This design comes from an exercise in tuning for small area, a short achievable clock period and few clock cycles per item on the open sky130 flow, not from production work. Function was not checked in any run shown here: the RTL went through the layout flow alone.

[design/flow/flow/run.sh]
#!/bin/bash
set -euo pipefail
bash standard.sh SETUP_SLACK_MARGIN=6.2 finish > make.log 2>&1
[design/flow/standard.sh]
#!/bin/bash
# synth_recipe.tcl (not shown) runs the flow's synth.tcl, then flattens the netlist and writes it again
# the make line also repeats each setting of config.mk as NAME=value (left out here)
make -C /OpenROAD-flow-scripts/flow DESIGN_CONFIG=/design/flow/config.mk WORK_HOME=/design/flow/orfs CLKGATE_MAP_FILE= SYNTH_SCRIPT=/design/flow/synth_recipe.tcl "${@:-finish}"
[design/flow/config.mk]
export PLATFORM = sky130hd
export DESIGN_NAME = muldiv_sequencer
export DESIGN_NICKNAME = muldiv_sequencer
export VERILOG_FILES = /design/flow/design.v
export SDC_FILE = /design/flow/constraint.sdc
export NUM_CORES = 4
export LEC_CHECK = 0
export CAP_MARGIN = 20
export CORE_MARGIN = 2
export CORE_UTILIZATION = 40
export SETUP_SLACK_MARGIN = 5
export SLEW_MARGIN = 20
[design/flow/constraint.sdc]
create_clock -name core_clock -period 11.0 [get_ports {clk}]
set_input_delay 2.2000 -clock core_clock [delete_from_list [all_inputs] [get_ports {clk}]]
set_output_delay 2.2000 -clock core_clock [all_outputs]
set_load 0.01 [all_outputs]
[design/flow/design.v]
module muldiv_sequencer #(
   parameter int WIDTH = 32
) (
   input  logic              clk,
   input  logic              rst,
   input  logic              op_valid,
   input  logic [1:0]        op_code,
   input  logic [WIDTH-1:0]  src_a,
   input  logic [WIDTH-1:0]  src_b,
   input  logic              flush,
   output logic              busy,
   output logic              res_valid,
   output logic [WIDTH-1:0]  res_hi,
   output logic [WIDTH-1:0]  res_lo
);
   localparam int N = 39;
   localparam logic [4:0] W_ZERO  = 5'b00000;
   localparam logic [4:0] W_ADD1  = 5'b00001;    
   localparam logic [4:0] W_SUB1  = 5'b11110;    
   localparam logic [4:0] W_ADD2  = 5'b00011;    
   localparam logic [4:0] W_SUB2  = 5'b11100;    
   localparam logic [4:0] W_ADD4  = 5'b00111;    
   localparam logic [4:0] W_SUB4  = 5'b11000;    
   logic st_mul_q, st_pre_q, st_neg_q, st_aln_q, st_itr_q, st_fxr_q, st_fxq_q, st_done_q;
   logic st_mul_d, st_pre_d, st_neg_d, st_aln_d, st_itr_d, st_fxr_d, st_fxq_d, st_done_d;
   logic [31:0] h_q, h_d, l_q, l_d;
   logic [34:0] d_q, d_d;           
   logic [4:0]  w_d;                
   logic [5:0]  bc_q;               
   logic        s_mul_q, s_l_q, s_inv_q;    
   logic [4:0]  cnt_q, cnt_d;
   logic [1:0]  e_q, e_d;           
   logic        na_q, na_d;         
   logic        nb_q, nb_d;         
   wire idle = ~(st_mul_q | st_pre_q | st_neg_q | st_aln_q | st_itr_q |
                 st_fxr_q | st_fxq_q | st_done_q);
   wire op_signed = ~op_code[0];
   wire accept    = idle & op_valid & ~flush;
   wire [35:0] bx  = {{4{op_signed & src_b[31]}}, src_b};
   wire [36:0] bxs = {bx, 1'b0};
   function automatic logic [4:0] win(input logic [36:0] v, input logic [3:0] j);
      logic [4:0] r;
      r = '0;
      for (int k = 0; k < 9; k++)
         if (j == k) r = v[4*k +: 5];
      win = r;
   endfunction
   logic [35:0] sfx;
   logic [3:0]  js;
   always_comb begin
      sfx[35] = 1'b1;
      for (int t = 34; t >= 0; t--) sfx[t] = sfx[t+1] & (bx[t] == bx[35]);
      js = 4'd8;
      for (int j = 7; j >= 0; j--)
         if (sfx[4*j+3]) js = j[3:0];
   end
   function automatic logic [2:0] bdec(input logic [2:0] t);    
      logic zero, two;
      zero = (t == 3'b000) | (t == 3'b111);
      two  = (t == 3'b100) | (t == 3'b011);
      bdec = {t[2] & ~zero, two, ~zero & ~two};
   endfunction
   function automatic logic [35:0] booth(input logic [2:0] c, input logic [34:0] a);
      logic [34:0] y;
      y     = ({35{c[0]}} & a) | ({35{c[1]}} & {a[33:0], 1'b0});
      booth = {c[2], y ^ {35{c[2]}}};
   endfunction
   wire [35:0]  bt1 = booth(bc_q[5:3], d_q);
   wire [35:0]  bt0 = booth(bc_q[2:0], d_q);
   wire         n1  = bt1[35];
   wire         n0  = bt0[35];
   wire [N-1:0] i1  = {{2{bt1[34]}}, bt1[34:0], n1, n1};    
   wire [N-1:0] i2  = {{4{bt0[34]}}, bt0[34:0]};
   logic [N-1:0] i0;
   always_comb begin
      if (s_mul_q)      i0 = {6'd0, h_q[0], l_q, 4'b0000};
      else if (s_l_q)   i0 = {7'd0, ~l_q};
      else              i0 = {7'd0, h_q ^ {32{s_inv_q}}};
   end
   wire cl = n1 | s_inv_q | s_l_q;
   wire [N-1:0] cs_s = i0 ^ i1 ^ i2;
   wire [N-1:0] cs_c = (i0 & i1) | (i0 & i2) | (i1 & i2);
   function automatic logic [N-1:0] add(input logic [N-1:0] a, input logic [N-1:0] b,
                                        input logic ci);
      logic [N:0] g, p, gg, pp;
      logic [N-1:0] s;
      g[0] = ci; p[0] = 1'b0;
      for (int i = 1; i <= N; i++) begin
         g[i] = a[i-1] & b[i-1];
         p[i] = a[i-1] ^ b[i-1];
      end
      gg = g; pp = p;
      for (int d = 1; d <= 32; d = d * 2)
         for (int i = 2*d - 1; i <= N; i = i + 2*d) begin
            gg[i] = gg[i] | (pp[i] & gg[i-d]);
            pp[i] = pp[i] & pp[i-d];
         end
      for (int d = 16; d >= 1; d = d / 2)
         for (int i = 3*d - 1; i <= N; i = i + 2*d) begin
            gg[i] = gg[i] | (pp[i] & gg[i-d]);
            pp[i] = pp[i] & pp[i-d];
         end
      for (int i = 0; i < N; i++) s[i] = p[i+1] ^ gg[i];
      add = s;
   endfunction
   wire [N-1:0] t    = add(cs_s, {cs_c[N-2:0], cl}, n0);
   wire         q    = ~t[N-1];
   wire         fast = t[N-1];                  
   wire         fixq = na_q ^ nb_q;
   logic [26:0] hu;
   always_comb begin
      logic all1, all0, inc, dec;
      inc = ~e_q[1] & e_q[0];
      dec = e_q[1];
      all1 = 1'b1; all0 = 1'b1;
      for (int i = 0; i < 27; i++) begin
         hu[i] = h_q[5+i] ^ ((inc & all1) | (dec & all0));
         all1 = all1 & h_q[5+i];
         all0 = all0 & ~h_q[5+i];
      end
   end
   always_comb begin
      st_mul_d = 1'b0; st_pre_d = 1'b0; st_neg_d = 1'b0; st_aln_d = 1'b0;
      st_itr_d = 1'b0; st_fxr_d = 1'b0; st_fxq_d = 1'b0; st_done_d = 1'b0;
      h_d = h_q; l_d = l_q; d_d = d_q; w_d = W_ZERO; cnt_d = cnt_q; e_d = e_q;
      na_d = na_q; nb_d = nb_q;
      if (idle) begin
         na_d = op_signed & src_a[31];
         nb_d = op_signed & src_b[31];
         l_d  = '0;
         e_d  = 2'b00;
         if (op_code[1]) begin
            h_d      = src_a;
            d_d      = {{3{op_signed & src_b[31]}}, src_b};
            w_d      = (op_signed & src_b[31]) ? W_ADD1 : W_SUB1;
            st_pre_d = accept;
         end else begin
            h_d      = '0;
            d_d      = {{3{op_signed & src_a[31]}}, src_a};
            w_d      = win(bxs, js);
            cnt_d    = {1'b0, js};
            st_mul_d = accept;
         end
      end
      if (st_mul_q) begin
         h_d   = {hu[22:0], h_q[4:1], t[36:32]};
         l_d   = t[31:0];
         e_d   = t[38:37];
         w_d   = win(bxs, cnt_q[3:0] - 4'd1);
         cnt_d = cnt_q - 5'd1;
         if (cnt_q == 5'd0) st_done_d = 1'b1;
         else               st_mul_d  = 1'b1;
      end
      if (st_pre_q) begin
         cnt_d = 5'd1;
         w_d   = nb_q ? W_ADD4 : W_SUB4;
         if (fast)      st_done_d = 1'b1;
         else if (na_q) begin st_neg_d = 1'b1; w_d = W_ZERO; end
         else           st_aln_d  = 1'b1;
      end
      if (st_neg_q) begin
         h_d      = t[31:0];
         w_d      = nb_q ? W_ADD4 : W_SUB4;
         st_aln_d = 1'b1;
      end
      if (st_aln_q) begin
         if (q && cnt_q != 5'd31) begin
            d_d      = {d_q[32:0], 2'b00};
            cnt_d    = cnt_q + 5'd2;
            w_d      = nb_q ? W_ADD4 : W_SUB4;
            st_aln_d = 1'b1;
         end else begin
            w_d      = nb_q ? W_ADD2 : W_SUB2;
            st_itr_d = 1'b1;
         end
      end
      if (st_itr_q) begin
         if (q) h_d = t[31:0];
         l_d   = {l_q[30:0], q};
         if (!cnt_q[0]) d_d = {{2{d_q[34]}}, d_q[34:2]};
         cnt_d = cnt_q - 5'd1;
         if (cnt_q[0]) w_d = nb_q ? W_ADD1 : W_SUB1;
         else          w_d = nb_q ? W_ADD2 : W_SUB2;
         if (cnt_q == 5'd0) begin
            w_d = W_ZERO;
            if (na_q)      st_fxr_d  = 1'b1;
            else if (fixq) st_fxq_d  = 1'b1;
            else           st_done_d = 1'b1;
         end else st_itr_d = 1'b1;
      end
      if (st_fxr_q) begin
         h_d = t[31:0];
         if (fixq) st_fxq_d  = 1'b1;
         else      st_done_d = 1'b1;
      end
      if (st_fxq_q) begin
         l_d       = t[31:0];
         st_done_d = 1'b1;
      end
      if (flush) begin
         st_mul_d = 1'b0; st_pre_d = 1'b0; st_neg_d = 1'b0; st_aln_d = 1'b0;
         st_itr_d = 1'b0; st_fxr_d = 1'b0; st_fxq_d = 1'b0; st_done_d = 1'b0;
      end
   end
   always_ff @(posedge clk) begin
      s_mul_q <= st_mul_d;
      s_l_q   <= st_fxq_d;
      s_inv_q <= st_neg_d | st_fxr_d | (st_pre_d & na_d);
   end
   always_ff @(posedge clk or posedge rst) begin
      if (rst) begin
         st_mul_q  <= 1'b0;
         st_pre_q  <= 1'b0;
         st_neg_q  <= 1'b0;
         st_aln_q  <= 1'b0;
         st_itr_q  <= 1'b0;
         st_fxr_q  <= 1'b0;
         st_fxq_q  <= 1'b0;
         st_done_q <= 1'b0;
      end else begin
         st_mul_q  <= st_mul_d;
         st_pre_q  <= st_pre_d;
         st_neg_q  <= st_neg_d;
         st_aln_q  <= st_aln_d;
         st_itr_q  <= st_itr_d;
         st_fxr_q  <= st_fxr_d;
         st_fxq_q  <= st_fxq_d;
         st_done_q <= st_done_d;
      end
   end
   always_ff @(posedge clk) begin
      h_q   <= h_d;
      l_q   <= l_d;
      d_q   <= d_d;
      bc_q  <= {bdec(w_d[4:2]), bdec(w_d[2:0])};
      cnt_q <= cnt_d;
      e_q   <= e_d;
      na_q  <= na_d;
      nb_q  <= nb_d;
   end
   assign busy      = op_valid & ~flush & ~st_done_q;
   assign res_valid = st_done_q;
   assign res_hi    = {hu, h_q[4:0]};
   assign res_lo    = l_q;
endmodule
==> results.yml, run 1 <==
timing:
  finalCritPeriodShare_pct: 50.5
  rsz0062_at_grt: "yes"
  slew_headroom_pct: 22.7
  setup_ws_ps: 5440
  hold_viol_final: 0
  tightest_slew_ps: 1160
  fin_tns_setup_ps: 0
  max_freq_mhz: 180
  final-setup-viol-count: 0
  fin_crit_ps: 5560
  maxSlewViolCount: 0
  fin_worst_skew_ps: 10.5
place:
  placed_cell_area_um2: 15000
  port_buffers: 135
  dp_cells: 2144
  gp_congestion: 0.942
  dpl.hpwl_um: 35700
  place_ws_ps: 4230
yosys:
  synth_edf_count: 37
  async_reset_ff_share_pct: 6.40
  synth-seq-area-share_pct: 21.7
  synth_top_cell_by_area: "dfxtp_1"
  syn_area_um2: 13400
  synth_flop_cell: "dfxtp_1"
  synthTopCellsByArea: "dfxtp_1 12%, fa_1 8.5%, edfxtp_1 8.3%"
  avgSynthCellArea_um2: 7.94
  netlist.area_leader.share_pct: 11.9
  synthTopCellsByCount: "172 x a21oi_1, 146 x nand2_1, 118 x nor2_1"
  ys_types: 84
  syn-num-nets: 1869
  synthesis.instances: 1692
  synthMostInstantiatedCell: "a21oi_1"
  synth_seq_cells: 125
  yosysWarningCount: 1
run_status:
  outcome: "timing/DRC/antenna clean"
setup_path:
  critPathSlowestCell: "fa_1"
  crit_type: "flop to flop"
  crit_path_start: "s_inv_q"
  worstSetupStartpointType: "flop"
  cpMostUsedCell: "a21oi_2"
  critPathMaxStageDelay_ps: 570
  path_depth: 30
  cp-endpoint: "bc_q[3]"
  worstPathRequired_ps: 11290
  ff2ff_path_depth: 30
  rrSetupSlack_ps: 5440
  crit_family: "compound AO/OA/AOI/OAI gates"
  path_max_fanout: 5
  cp.arrival_ps: 5850
  worst-path-buf-inv: 7
  crit_path_end_kind: "flop"
  regToRegStartpoint: "s_inv_q"
  r2r-end: "bc_q[3]"
layout:
  fillers: 2926
  nets: 2038
  fin_area_um2: 18800
  drive_gt1_share_pct: 26.4
  fin_util_pct: 56.4
  final_cell_count_no_fill: 2322
  synthToLayoutAreaGrowth_pct: 39.6
  diodes: 0
detailed_routing:
  vias: 14400
  drtAntennaViolNets: 0
  drt_wl_total_um: 56400
  post-route-drc-count: 0
  via_per_inst: 6.22
  wl_per_cell_um: 24.3
  drtPass1Iterations: 5
  drt_iter0_markers: 1760
floorplan:
  die-width_um: 187
  initial_core_util_pct: 40.4
  fp.dieH_um: 187
  fp-row-count: 67
  die_area_um2: 35100
  core-area_um2: 33300
  io_pins: 136
global_route:
  grt_pass1_vias: 13600
  grt_pass1_wl_um: 82400
  grt_antenna_before_repair: 1
  grt_usage_pct: 30.3
  overflow: 0
  grt_max_degree: 95
clock_network:
  path_clk_slew_ps: 60
  htree_levels: 4
  cts_buffer_depth: 2
  cts_made_buffers: 17
  cts_sinks: 125
  tritoncts: "yes"
  cts_root_buffer: "clkbuf_16"
  clkLatencyLatePin_ps: 440
  postCtsHoldBufs: 0
worst_hold_path:
  hp-class: "flop to flop"
job:
  maxCapViolations: 0
## per-layer routing
layer,wire length [um],vias to the layer above,GRT usage [%]
li1,-,6400,-
met3,5120,131,5.52
met1,23100,7110,40.6
met2,25900,800,48.8
met4,2120,2,11.1
met5,18,-,0
## area by class of cell
class,count,area (um2),area share [%]
clock buffers,20,447,2.38
well taps,448,561,2.99
clock inverters,12,169,0.900
multi-input cells,1316,10900,58.3
inverters,104,394,2.10
flip-flops and latches,125,2950,15.7
repair buffers,297,3300,17.6
## sequential cells by signal (all words and copies together) (netlist names)
name	count
st_fxq_q	1
bc_q	6
st_fxr_q	1
cnt_q	5
l_q	32
st_aln_q	1
st_done_q	1
st_neg_q	1
na_q	1
nb_q	1
s_mul_q	1
st_mul_q	1
s_inv_q	1
h_q	32
st_pre_q	1
s_l_q	1
d_q	35
st_itr_q	1
e_q	2
## tightest hold or removal path, cell delays in order (launching register included)
cell and delay [ps]:
dfxtp_1 390, nand2_1 90, o21ai_1 60
## through the flow
stage	hold slack [ps]
detailed placement	502
floorplan	468
finish	567
global route	587
CTS	509
global placement	489
## how the worst min path moves through the flow
stage	cells past startpoint	slack (ps)	end	start
floorplan	2	470	st_fxr_q	na_q
CTS	2	510	st_fxr_q	na_q
detailed placement	2	500	st_fxr_q	na_q
finish	2	570	d_q[29]	d_q[31]
global placement	2	490	st_fxr_q	na_q
global route	2	590	d_q[29]	d_q[31]
## cell usage in the layout (no fill, tap or decap), types with 33 or more instances in the layout
cell	Yosys	final
buf_6	5	33
mux2i_1	54	53
clkdlybuf4s50_1	0	107
a22oi_1	70	69
a21oi_2	0	56
a21oi_1	172	106
buf_4	7	86
xor2_1	94	86
ha_1	50	35
edfxtp_1	37	37
fa_1	57	55
o21ai_0	107	58
nand3_1	46	42
dfxtp_1	80	64
nand2_1	146	138
o21ai_1	1	38
a211oi_2	0	49
xnor2_1	64	57
inv_1	100	96
nor2_1	118	110
## logic make-up (layout without fill, tap and decap cells)
group | Yosys count | after routing | synth area share [%]
flops | 125 | 125 | 21.7
buf+inv | 251 | 433 | 8.29
simple gates | 438 | 438 | 15.8
fa+ha+maj | 107 | 107 | 13.1
mux | 58 | 58 | 4.36
compound gates | 555 | 555 | 26.4
xor+xnor | 158 | 158 | 10.3
## what timing repair did
| action | 4_1_cts | 5_1_grt |
|---|---|---|
| setup endpoints to repair | 124 | 115 |
| gates resized for setup | 340 | 165 |
| buffers inserted | 80 | 46 |
| gates cloned | 17 | 3 |
| pin swaps | 102 | 82 |
| hold endpoints to repair | 0 | 0 |
==> inputs of run 2 (changes only) <==
==> design/flow/run.sh (new file) <==
#!/bin/bash
# synth_recipe.tcl (not shown) runs the flow's synth.tcl, then flattens the netlist and writes it again
# the make line also repeats each setting of config.mk as NAME=value (left out here)
make -C /OpenROAD-flow-scripts/flow DESIGN_CONFIG=/design/flow/config.mk WORK_HOME=/design/flow/orfs CLKGATE_MAP_FILE= SYNTH_SCRIPT=/design/flow/synth_recipe.tcl finish
removed: design/flow/flow/run.sh
removed: design/flow/standard.sh
==> run 2 against run 1 <==
  * Via count decreased by 8.8%
  * Worst setup slack got worse by 250 ps
  * Still clean on timing, DRC and antenna
  * Clock skew increased by 4.8 ps
  * Non-clock buffer count decreased by 130
  * Sequential share of layout area increased by 2.9 points
  * Critical path depth decreased by 27
  * Routed wire length decreased by 15%
  * Synthesized area unchanged
  * Cell count decreased by 5.6%
==> results.yml, run 2 <==
timing:
  fin_worst_skew_ps: 15.3
  rsz0062_at_grt: "yes"
  fin_crit_ps: 5810
  hold_viol_final: 0
  final-setup-viol-count: 0
  slew_headroom_pct: 31.5
  max_freq_mhz: 172
  fin_tns_setup_ps: 0
  tightest_slew_ps: 1020
  maxSlewViolCount: 0
  finalCritPeriodShare_pct: 52.8
detailed_routing:
  drt_iter0_markers: 1465
  wl_per_cell_um: 22.0
  drtAntennaViolNets: 0
  vias: 13200
  post-route-drc-count: 0
  drtPass1Iterations: 5
  drt_wl_total_um: 48200
  via_per_inst: 6.01
clock_network:
  cts_made_buffers: 17
  cts_root_buffer: "clkbuf_16"
  cts_buffer_depth: 2
  clkLatencyLatePin_ps: 440
  cts_sinks: 125
  tritoncts: "yes"
  htree_levels: 4
  path_clk_slew_ps: 70
worst_hold_path:
  hp-class: "flop to flop"
  hold_depth: 2
yosys:
  ys_types: 84
  synth_flop_cell: "dfxtp_1"
  synthTopCellsByCount: "172 x a21oi_1, 146 x nand2_1, 118 x nor2_1"
  synth_seq_cells: 125
  syn_area_um2: 13400
  async_reset_ff_share_pct: 6.40
  synth_edf_count: 37
  synthesis.instances: 1692
  synthMostInstantiatedCell: "a21oi_1"
  syn-num-nets: 1869
  netlist.area_leader.share_pct: 11.9
  synth_top_cell_by_area: "dfxtp_1"
  avgSynthCellArea_um2: 7.94
  yosysWarningCount: 1
  synthTopCellsByArea: "dfxtp_1 12%, fa_1 8.5%, edfxtp_1 8.3%"
  synth-seq-area-share_pct: 21.7
setup_path:
  path_max_fanout: 8
  cp-endpoint: "busy"
  path_cells: "clkdlybuf4s50_1 > nor3b_1 > clkdlybuf4s50_1"
  worstSetupStartpointType: "primary input"
  crit_path_start: "flush"
  crit_type: "primary input to primary output"
  cp.arrival_ps: 3610
  ff2ff_path_depth: 26
  critPathSlowestCell: "clkdlybuf4s50_1"
  critPathMaxStageDelay_ps: 570
  crit_path_end_kind: "primary output"
  worstPathRequired_ps: 8800
  regToRegStartpoint: "s_inv_q"
  rrSetupSlack_ps: 5220
  cpMostUsedCell: "clkdlybuf4s50_1"
  r2r-end: "bc_q[1]"
floorplan:
  die-width_um: 187
  initial_core_util_pct: 40.4
  die_area_um2: 35100
  core-area_um2: 33300
  fp.dieH_um: 187
  fp-row-count: 67
  io_pins: 136
place:
  port_buffers: 135
  placed_cell_area_um2: 14800
  dpl.hpwl_um: 35100
  gp_congestion: 0.945
global_route:
  grt_antenna_before_repair: 0
  grt_pass1_wl_um: 73500
  grt_max_degree: 80
  overflow: 0
  grt_usage_pct: 26.9
  grt_pass1_vias: 12300
run_status:
  outcome: "timing/DRC/antenna clean"
layout:
  drive_gt1_share_pct: 6.65
  reg_top3: "d_q: 35 flops, h_q: 32 flops, l_q: 32 flops"
  fillers: 3222
  diodes: 0
  fin_area_um2: 15700
  top_register: "d_q"
  nets: 1908
  largest_reg_flops: 35
  final_cell_mix: "166 x a21oi_1, 146 x nand2_1, 132 x clkdlybuf4s50_1"
  layout_commonest_cell: "a21oi_1"
  synthToLayoutAreaGrowth_pct: 16.9
job:
  maxCapViolations: 0
## run 2: cell counts after synthesis
No cell type changed its count.
## run 2: what timing repair did
item,4_1_cts,5_1_grt
hold buffers,0,0
gates resized for setup,18,18
pin swaps,3,3
endpoints found under the setup margin,87,31
gates cloned,0,2
setup buffers,9,3
## run 2: cell type report
cell class | instances | area (um2) | share of cell area, %
Inverter | 104 | 390 | 2.48
Sequential cell | 125 | 2930 | 18.6
Tap cell | 448 | 561 | 3.57
Clock buffer | 24 | 536 | 3.41
Clock inverter | 8 | 50.0 | 0.319
Multi-Input combinational cell | 1316 | 9550 | 60.8
Timing Repair Buffer | 167 | 1700 | 10.8
## run 2: worst min-delay path by stage
stage / slack (ps) / to / start
2_1_floorplan: 470 / st_fxr_q / na_q
3_3_place_gp: 490 / st_neg_q / na_q
3_5_place_dp: 500 / st_neg_q / na_q
4_1_cts: 520 / st_neg_q / na_q
5_1_grt: 540 / st_fxr_q / na_q
6_report: 510 / st_neg_q / na_q
## run 2: worst max-delay path: cells and delay by family
| family | cells | cell delay, ps |
|---|---|---|
| AND/OR/NAND/NOR | 1 | 270 |
| buffers and inverters | 2 | 1140 |
## run 2: cell families (layout without fill, tap and decap cells)
kind of cell / Yosys count / after routing / synth area share, %
multiplexers: 58 / 58 / 4.36
flip-flops: 125 / 125 / 21.7
AND/OR/NAND/NOR: 438 / 438 / 15.8
buffers and inverters: 251 / 303 / 8.29
XOR/XNOR: 158 / 158 / 10.3
adder cells (fa/ha/maj): 107 / 107 / 13.1
AO/OA/AOI/OAI: 555 / 555 / 26.4
## run 2: metrics by stage
stage / worst slack, ps / std cells / util, % / hold slack (ps)
2_1_floorplan: 5020 / 1692 / - / 468
3_3_place_gp: 3720 / 2145 / 44.5 / 488
3_5_place_dp: 3570 / 2145 / 44.5 / 503
4_1_cts: 4990 / 2186 / 46.7 / 516
5_1_grt: 4950 / 2192 / 47.2 / 541
6_report: 5190 / 2192 / 47.2 / 514
## run 2: routing by layer
layer	part of all wire [%]	GRT usage (%)	wire length, um
met4	2.8	8.91	1360
met3	7.9	3.90	3820
met5	0	0	0
met2	45	42.1	21500
met1	45	38.0	21500
==> inputs of run 3 (changes only) <==
--- a/design/flow/design.v
+++ b/design/flow/design.v
@@ -25,9 +25,7 @@
    logic st_mul_d, st_pre_d, st_neg_d, st_aln_d, st_itr_d, st_fxr_d, st_fxq_d, st_done_d;
    logic [31:0] h_q, h_d, l_q, l_d;
    logic [34:0] d_q, d_d;           
-   logic [4:0]  w_d;                
-   logic [5:0]  bc_q;               
-   logic        s_mul_q, s_l_q, s_inv_q;    
+   logic [4:0]  w_q, w_d;           
    logic [4:0]  cnt_q, cnt_d;
    logic [1:0]  e_q, e_d;           
    logic        na_q, na_d;         
@@ -54,30 +52,30 @@
       for (int j = 7; j >= 0; j--)
          if (sfx[4*j+3]) js = j[3:0];
    end
-   function automatic logic [2:0] bdec(input logic [2:0] t);    
-      logic zero, two;
-      zero = (t == 3'b000) | (t == 3'b111);
-      two  = (t == 3'b100) | (t == 3'b011);
-      bdec = {t[2] & ~zero, two, ~zero & ~two};
+   function automatic logic [35:0] booth(input logic [2:0] t, input logic [34:0] a);
+      logic zero, two, neg;
+      logic [34:0] y;
+      zero  = (t == 3'b000) | (t == 3'b111);
+      two   = (t == 3'b100) | (t == 3'b011);
+      neg   = t[2] & ~zero;
+      y     = zero ? 35'd0 : (two ? {a[33:0], 1'b0} : a);
+      booth = {neg, y ^ {35{neg}}};
    endfunction
-   function automatic logic [35:0] booth(input logic [2:0] c, input logic [34:0] a);
-      logic [34:0] y;
-      y     = ({35{c[0]}} & a) | ({35{c[1]}} & {a[33:0], 1'b0});
-      booth = {c[2], y ^ {35{c[2]}}};
-   endfunction
-   wire [35:0]  bt1 = booth(bc_q[5:3], d_q);
-   wire [35:0]  bt0 = booth(bc_q[2:0], d_q);
+   wire [35:0]  bt1 = booth(w_q[4:2], d_q);
+   wire [35:0]  bt0 = booth(w_q[2:0], d_q);
    wire         n1  = bt1[35];
    wire         n0  = bt0[35];
    wire [N-1:0] i1  = {{2{bt1[34]}}, bt1[34:0], n1, n1};    
    wire [N-1:0] i2  = {{4{bt0[34]}}, bt0[34:0]};
+   wire inv_h = st_neg_q | st_fxr_q | (st_pre_q & na_q);
    logic [N-1:0] i0;
    always_comb begin
-      if (s_mul_q)      i0 = {6'd0, h_q[0], l_q, 4'b0000};
-      else if (s_l_q)   i0 = {7'd0, ~l_q};
-      else              i0 = {7'd0, h_q ^ {32{s_inv_q}}};
-   end
-   wire cl = n1 | s_inv_q | s_l_q;
+      if (st_mul_q)      i0 = {6'd0, h_q[0], l_q, 4'b0000};
+      else if (st_fxq_q) i0 = {7'd0, ~l_q};
+      else if (inv_h)    i0 = {7'd0, ~h_q};
+      else               i0 = {7'd0, h_q};
+   end
+   wire cl = n1 | inv_h | st_fxq_q;
    wire [N-1:0] cs_s = i0 ^ i1 ^ i2;
    wire [N-1:0] cs_c = (i0 & i1) | (i0 & i2) | (i1 & i2);
    function automatic logic [N-1:0] add(input logic [N-1:0] a, input logic [N-1:0] b,
@@ -122,7 +120,7 @@
    always_comb begin
       st_mul_d = 1'b0; st_pre_d = 1'b0; st_neg_d = 1'b0; st_aln_d = 1'b0;
       st_itr_d = 1'b0; st_fxr_d = 1'b0; st_fxq_d = 1'b0; st_done_d = 1'b0;
-      h_d = h_q; l_d = l_q; d_d = d_q; w_d = W_ZERO; cnt_d = cnt_q; e_d = e_q;
+      h_d = h_q; l_d = l_q; d_d = d_q; w_d = w_q; cnt_d = cnt_q; e_d = e_q;
       na_d = na_q; nb_d = nb_q;
       if (idle) begin
          na_d = op_signed & src_a[31];
@@ -167,7 +165,6 @@
          if (q && cnt_q != 5'd31) begin
             d_d      = {d_q[32:0], 2'b00};
             cnt_d    = cnt_q + 5'd2;
-            w_d      = nb_q ? W_ADD4 : W_SUB4;
             st_aln_d = 1'b1;
          end else begin
             w_d      = nb_q ? W_ADD2 : W_SUB2;
@@ -201,11 +198,6 @@
          st_mul_d = 1'b0; st_pre_d = 1'b0; st_neg_d = 1'b0; st_aln_d = 1'b0;
          st_itr_d = 1'b0; st_fxr_d = 1'b0; st_fxq_d = 1'b0; st_done_d = 1'b0;
       end
-   end
-   always_ff @(posedge clk) begin
-      s_mul_q <= st_mul_d;
-      s_l_q   <= st_fxq_d;
-      s_inv_q <= st_neg_d | st_fxr_d | (st_pre_d & na_d);
    end
    always_ff @(posedge clk or posedge rst) begin
       if (rst) begin
@@ -232,7 +224,7 @@
       h_q   <= h_d;
       l_q   <= l_d;
       d_q   <= d_d;
-      bc_q  <= {bdec(w_d[4:2]), bdec(w_d[2:0])};
+      w_q   <= w_d;
       cnt_q <= cnt_d;
       e_q   <= e_d;
       na_q  <= na_d;
==> run 3 against run 2 <==
  * Still clean on timing, DRC and antenna
  * Cell count is 3.0% higher
  * Hold slack better by 92 ps
  * Die area is 0.31% lower
  * Non-clock buffer count is 11 higher
  * First-iteration DRC count is 17% lower
  * Global-route usage is 1.2 points higher
  * Core utilization is 0.76 points higher
  * Fmax is 1.5% lower
  * Highest routed layer unchanged
==> results.yml, run 3 <==
run_status:
  outcome: "timing/DRC/antenna clean"
worst_hold_path:
  hp-class: "flop to flop"
  hold_depth: 2
detailed_routing:
  drt_iter0_markers: 1216
  vias: 13400
  via_per_inst: 5.94
  wl_met3_um: 3850
  drtPass1Iterations: 5
  wl_per_cell_um: 22.1
  highest_layer: "met4"
  drtAntennaViolNets: 0
  met2_length_um: 21900
  drt_wl_total_um: 49800
  drt-met1-wl_um: 22500
  post-route-drc-count: 0
yosys:
  synth_seq_cells: 121
  syn-num-nets: 1938
  yosysWarningCount: 1
  ys_types: 78
  synth_top_cell_by_area: "dfxtp_1"
  syn_area_um2: 13400
  synthMostInstantiatedCell: "nor2_1"
  synthTopCellsByArea: "dfxtp_1 11%, fa_1 8.5%, edfxtp_1 8.5%"
  netlist.area_leader.share_pct: 11.2
  avgSynthCellArea_um2: 7.60
  async_reset_ff_share_pct: 6.61
  synthTopCellsByCount: "251 x nor2_1, 161 x a21oi_1, 147 x nand2_1"
  synth_edf_count: 38
  synthesis.instances: 1762
  synth-seq-area-share_pct: 21.2
  synth_flop_cell: "dfxtp_1"
setup_path:
  cp.arrival_ps: 6200
  critPathSlowestCell: "fa_2"
  path_depth: 26
  cpMostUsedCell: "a21oi_1"
  rrSetupSlack_ps: 5100
  worstPathRequired_ps: 11300
  ff2ff_path_depth: 26
  worstSetupStartpointType: "flop"
  crit_path_end_kind: "flop"
  crit_family: "compound AO/OA/AOI/OAI gates"
  critPathMaxStageDelay_ps: 620
  path_max_fanout: 17
  crit_type: "flop to flop"
  worst-path-buf-inv: 5
layout:
  drive_gt1_share_pct: 7.62
  synthToLayoutAreaGrowth_pct: 19.2
  diodes: 0
  final_cell_mix: "244 x nor2_1, 157 x a21oi_1, 145 x nand2_1"
  nets: 1973
  top_register: "d_q"
  reg_top3: "d_q: 35 flops, h_q: 32 flops, l_q: 32 flops"
  largest_reg_flops: 35
  layout_commonest_cell: "nor2_1"
global_route:
  overflow: 0
  grt_usage_pct: 28.1
  grt_pass1_wl_um: 76500
  grt_pass1_vias: 12600
  grt_max_degree: 63
  grt_antenna_before_repair: 1
clock_network:
  cts_sinks: 121
  cts_buffer_depth: 2
  tritoncts: "yes"
  htree_levels: 4
  clkLatencyLatePin_ps: 450
  cts_made_buffers: 17
  path_clk_slew_ps: 70
  cts_root_buffer: "clkbuf_16"
timing:
  maxSlewViolCount: 0
  max_freq_mhz: 170
  fin_tns_setup_ps: 0
  finalCritPeriodShare_pct: 53.6
  rsz0062_at_grt: "yes"
  fin_crit_ps: 5900
  tightest_slew_ps: 1000
  fin_worst_skew_ps: 13.3
  final-setup-viol-count: 0
  slew_headroom_pct: 33.2
  setup_ws_ps: 5100
  hold_viol_final: 0
floorplan:
  core-area_um2: 33300
  fp-row-count: 67
  io_pins: 136
  die_area_um2: 35000
  die-width_um: 187
  fp.dieH_um: 187
  initial_core_util_pct: 40.3
job:
  maxCapViolations: 0
place:
  place_ws_ps: 3160
  gp_congestion: 0.929
  port_buffers: 135
  dpl.hpwl_um: 36000
-- run 3: cell types whose count changed after synthesis, moves of 6 or more --
cell / before / now
a211oi_1: 88 / 95
a21oi_1: 172 / 161
a221o_1: 4 / 27
a22oi_1: 70 / 3
and3_1: 8 / 17
buf_1: 12 / 23
clkbuf_1: 115 / 129
mux2i_1: 54 / 73
nand3_1: 46 / 11
nor2_1: 118 / 251
nor3_1: 25 / 19
o221ai_1: 4 / 16
xnor2_1: 64 / 121
xor2_1: 94 / 36
-- run 3: path summary, 6_finish.rpt --
check | startpoint | endpoint
max in group asynchronous | rst | st_mul_q
worst min-delay path | d_q[18] | d_q[16]
min in group asynchronous | rst | st_itr_q
worst max register to register | na_q | h_q[15]
worst max-delay path | na_q | h_q[15]
worst min register to register | d_q[18] | d_q[16]
-- run 3: stage by stage --
stage | util [%] | hold slack, ps | instance area (um2) | std cells
after floorplan | - | 547 | 13400 | 1762
after global placement | 44.8 | 600 | 14900 | 2202
after detailed placement | 44.8 | 600 | 14900 | 2202
after CTS | 47.6 | 607 | 15800 | 2253
after global routing | 48.0 | 634 | 16000 | 2258
final | 48.0 | 606 | 16000 | 2258
-- run 3: cells by family (layout without fill, tap and decap cells) --
group,count (synthesis),in the layout,share of synthesized area [%]
simple gates,528,529,17.5
buf+inv,264,310,7.65
compound gates,511,512,24.6
xor+xnor,157,157,10.3
flops,121,121,21.2
mux,75,75,5.62
fa+ha+maj,106,106,13.1
-- run 3: worst register-to-register path, stage by stage (launching register included) --
cell       delay [ps]
edfxtp_1          460
a211oi_4          270
buf_6             160
buf_12            150
xnor2_1           130
nor2_1             60
a21oi_1           130
mux2i_1           130
fa_2              620
inv_1              50
ha_1              300
a21o_1            180
a221oi_2          270
o221ai_1          170
a21oi_2           200
o21ai_2           130
a2bb2oi_2         250
a21oi_2           110
a31o_2            270
fa_2              390
buf_4             180
xnor2_4           260
o21ai_4           120
buf_4             260
a221o_1           310
a21oi_1           130
a21oi_1            50
-- run 3: layout make-up --
| type | count | area [um2] |
|---|---|---|
| flip-flops and latches | 121 | 2850 |
| clock buffers | 17 | 425 |
| inverters | 100 | 388 |
| multi-input cells | 1379 | 9790 |
| clock inverters | 15 | 175 |
| well taps | 448 | 561 |
| fillers | 3264 | 17300 |
| repair buffers | 178 | 1770 |
-- run 3: layer usage --
metal | global-route usage [%] | vias to the layer above
li1 | - | 6269
met1 | 39.8 | 6431
met2 | 42.6 | 629
met3 | 4.60 | 90
met4 | 11.1 | 0
met5 | 0 | -
-- run 3: timing repair --
item,CTS,global route
gates resized for setup,34,19
cloned,3,0
setup buffers,16,5
pin swaps,7,11
endpoints found under the setup margin,100,45
hold buffers,0,0

port drivers added, routing unchanged:
No port has a modelled driver above. Below, the same layouts with a new extraction and two added sets of constraints.
Step 1: set_driving_cell puts a clkbuf_16 on clk and a buf_2 on each other input, an assumption about the parent block.
Step 2 moves the port delays by t, midway between the first and last clock arrival at a register: inputs arrive t later, outputs are due t later. That takes back most of the time a late clock gives input paths.
Three values: ideal ports, drivers, drivers and shift; two values: the first two.
run | shift t [ns] | slack for setup (ns) | slew at the worst register clock pin (ns) | worst slew at a driven data input, ns
run 1 | 0.485 | 5.442 / 5.410 / 5.442 | 0.07 / 0.07 | 0.06
run 2 | 0.487 | 5.188 / 5.166 / 4.934 | 0.07 / 0.07 | 0.05
run 3 | 0.491 | 5.102 / 5.078 / 5.034 | 0.07 / 0.07 | 0.04
After both steps setup and hold are still met in every run listed. The setup slack of run 2, which loses most, moves by -0.022 ns with the drivers and by -0.254 ns with both steps.
